Source: an optimization exercise on an open RTL-to-GDS flow (aim: small area, a short achievable clock period and few clock cycles per item). Production flows keep margins and buffers that such runs may drop. Only simulation tests tie the RTL to the original design; equivalence was not proved.

// alu_decode_exec
module alu_decode_exec #(
    parameter int unsigned XLEN = 32
) (
    input  logic            clk,
    input  logic            reset,
    input  logic            in_valid,
    output logic            in_ready,
    input  logic [1:0]      ALUOp,
    input  logic [2:0]      funct3,
    input  logic [6:0]      funct7,
    input  logic [XLEN-1:0] a,
    input  logic [XLEN-1:0] b,
    output logic            out_valid,
    input  logic            out_ready,
    output logic [XLEN-1:0] result,
    output logic            zero,
    output logic            illegal,
    output logic            busy
);
Size in the first run: roughly 4,000 cells after synthesis, roughly 190 flip-flops.
Settings: LEC_CHECK=0, ABC_AREA=1, CAP_MARGIN=20, CORE_MARGIN=2, CORE_UTILIZATION=30, SLEW_MARGIN=20; clock period 12.0 ns.
standard.sh (not shown) runs the stock make flow with config.mk's settings and CLKGATE_MAP_FILE= SYNTH_SCRIPT=/design/flow/synth_recipe.tcl, a recipe that flattens the netlist after the stock synthesis.
==> flow/flow/run.sh <==
#!/bin/bash
set -euo pipefail
MARGIN=${MARGIN:-6.9}
bash standard.sh SETUP_SLACK_MARGIN=$MARGIN finish > standard_flow.log 2>&1
Testbench counts at the start, summed over its fixed seeds: cycles 19,910, items 16,000.
Next try:
--- a/flow/design.v
+++ b/flow/design.v
@@ -76,20 +76,19 @@
                     default: kin = KAnd;
                 endcase
             end
         endcase
     end
     logic            v1_q;                   
     logic [3:0]      k1_q;
     logic [1:0]      f1_q;                   
     logic [31:0]     a1_q, b1_q;
-    logic [15:0]     bo_q, bn_q;             
-    logic [15:0]     bt_q;                   
+    logic [15:0]     bo_q, bt_q, bn_q;       
     logic            v2_q;                   
     logic [31:0]     x_q, y_q;
     logic            neg_q, cmp_q, sgn_q, ill_q;
     logic [1:0]      dph_q;                  
     logic [4:0]      dcnt_q;
     logic            dsb_q, drem_q, dneg_q;
     logic            ov_q, oz_q, oi_q;       
     logic [31:0]     or_q;
     logic            busy_q;
@@ -108,27 +107,28 @@
     assign nzero = cmp_q ? ~lt : (sum == 32'd0);
     logic [31:0] ms, mc;
     mul_csa u_mul (.a(a1_q), .b_one(bo_q), .b_two(bt_q), .b_neg(bn_q), .s(ms), .c(mc));
     always_comb begin
         for (int i = 0; i < 16; i++) begin
             b1_q[2*i+1] = bn_q[i];
             b1_q[2*i]   = bo_q[i] ^ ((i > 0) ? bn_q[(i > 0) ? i - 1 : 0] : 1'b0);
         end
     end
-    always_comb begin
-        for (int i = 0; i < 16; i++)
-            bt_q[i] = ~bo_q[i] & (bn_q[i] ^ ((i > 0) ? bn_q[(i > 0) ? i - 1 : 0] : 1'b0));
-    end
-    logic [15:0] bo_in, bn_in;
+    logic [15:0] bo_in, bt_in, bn_in;
     always_comb begin
         for (int i = 0; i < 16; i++) begin
-            bo_in[i] = b[2*i] ^ ((i > 0) ? b[(i > 0) ? 2*i-1 : 0] : 1'b0);
-            bn_in[i] = b[2*i+1];
+            logic b2, b1, b0;
+            b2 = b[2*i+1];
+            b1 = b[2*i];
+            b0 = (i > 0) ? b[(i > 0) ? 2*i-1 : 0] : 1'b0;
+            bo_in[i] = b1 ^ b0;
+            bt_in[i] = (b2 & ~b1 & ~b0) | (~b2 & b1 & b0);
+            bn_in[i] = b2;
         end
     end
     logic [31:0] sh_in, sh_rev, sh_r, sh_out;
     logic [32:0] sh_w;
     logic [4:0]  sh_amt;
     logic        sh_left, sh_fill;
     always_comb begin
         for (int i = 0; i < 32; i++) sh_rev[i] = a1_q[31-i];
         sh_in = sh_left ? sh_rev : a1_q;
@@ -203,26 +203,26 @@
         end else begin
             sh_left = (k1_q == KSll);
             sh_fill = (k1_q == KSra) & a1_q[31];
         end
     end
     logic            v1_d, v2_d, ov_d, busy_d;
     logic [3:0]      k1_d;
     logic [1:0]      f1_d, dph_d;
     logic [31:0]     a1_d, x_d, y_d, or_d;
-    logic [15:0]     bo_d, bn_d;
+    logic [15:0]     bo_d, bt_d, bn_d;
     logic            neg_d, cmp_d, sgn_d, ill_d, oz_d, oi_d;
     logic [4:0]      dcnt_d;
     logic            dsb_d, drem_d, dneg_d;
     logic            s1_leaves, load1;
     always_comb begin
         v1_d = v1_q; k1_d = k1_q; f1_d = f1_q; a1_d = a1_q;
-        bo_d = bo_q; bn_d = bn_q;
+        bo_d = bo_q; bt_d = bt_q; bn_d = bn_q;
         v2_d = v2_q; x_d = x_q; y_d = y_q; neg_d = neg_q; cmp_d = cmp_q; sgn_d = sgn_q;
         ill_d = ill_q;
         dph_d = dph_q; dcnt_d = dcnt_q; dsb_d = dsb_q; drem_d = drem_q; dneg_d = dneg_q;
         ov_d = ov_q; or_d = or_q; oz_d = oz_q; oi_d = oi_q;
         s1_leaves = 1'b0;
         if (o_free) begin
             ov_d = v2_q; or_d = nres; oz_d = nzero; oi_d = ill_q;
             v2_d = 1'b0;
         end
@@ -287,18 +287,19 @@
         load1 = s1_take & in_valid;
         if (load1) begin
             v1_d = 1'b1;
             k1_d = kin;
             f1_d = funct3[1:0];
         end
         if (s1_take) begin
             a1_d = a;
             bo_d = bo_in;
+            bt_d = bt_in;
             bn_d = bn_in;
         end
         busy_d = (dph_d != 2'd0);
     end
     logic rdy_base_d, rdy_cond_d, s1n_norm;
     assign s1n_norm   = v1_d & (k1_d != KDiv);
     assign rdy_cond_d = s1n_norm;
     assign rdy_base_d = ~v1_d | ((dph_d == 2'd2) & (dcnt_d == 5'd0))
                       | (s1n_norm & (~v2_d | ~ov_d));
@@ -322,19 +323,19 @@
         end
     end
     logic        mul_go;
     logic [31:0] x_dm, y_dm;
     assign mul_go = s1_go & (k1_q == KMul);
     assign x_dm   = mul_go ? ms : x_d;
     assign y_dm   = mul_go ? mc : y_d;
     always_ff @(posedge clk) begin
         k1_q <= k1_d; f1_q <= f1_d; a1_q <= a1_d;
-        bo_q <= bo_d; bn_q <= bn_d;
+        bo_q <= bo_d; bt_q <= bt_d; bn_q <= bn_d;
         x_q <= x_dm; y_q <= y_dm; neg_q <= neg_d; cmp_q <= cmp_d; sgn_q <= sgn_d; ill_q <= ill_d;
         dcnt_q <= dcnt_d; dsb_q <= dsb_d; drem_q <= drem_d; dneg_q <= dneg_d;
         or_q <= or_d; oz_q <= oz_d; oi_q <= oi_d;
     end
 endmodule
 module add32 (input logic [31:0] x, input logic [31:0] y, input logic ci, output logic [31:0] s, output logic co);
   logic [31:0] p, g;
   assign p = x ^ y;
   assign g = x & y;
After rerunning:
- design area rose by 1.8%
- synthesized area increases by 4.5%
- setup slack is better by 0.054 ns
- final cell count went up by 4.5%
- sequential share of layout area went up by 1.0 points
Testbench counts after the change, summed over its fixed seeds: cycles 19,910, items 16,000.

-- afterwards: timing with drivers on the ports --
In the flow no input, the clock included, has a driving cell. The finished layouts below were timed again as built, in two steps.
Step 1, drivers: a clkbuf_16 drives clk and a buf_2 each remaining input, both assumed.
Step 2 times the ports against the registers' clock, not the clock port: input delays grow and output delays shrink by t, the midpoint of the rising clock arrivals with the driver on.
Three values: ideal ports, drivers, drivers and shift; two values: the first two.
| run | shift t [ns] | setup slack, ns | worst hold slack (ns) | worst register clock-pin slew, ns | worst slew at a driven data input, ns |
|---|---|---|---|---|---|
| the first run | 0.565 | 6.790 / 6.790 / 6.645 | 0.492 / 0.492 / 0.492 | 0.09 / 0.09 | 0.04 |
| the second run | 0.671 | 6.844 / 6.813 / 6.262 | 0.418 / 0.418 / 0.418 | 0.07 / 0.07 | 0.05 |
After both steps every run listed still meets setup and hold. The setup slack of the second run, which loses most, moves by -0.031 ns with the drivers and by -0.582 ns with both steps.
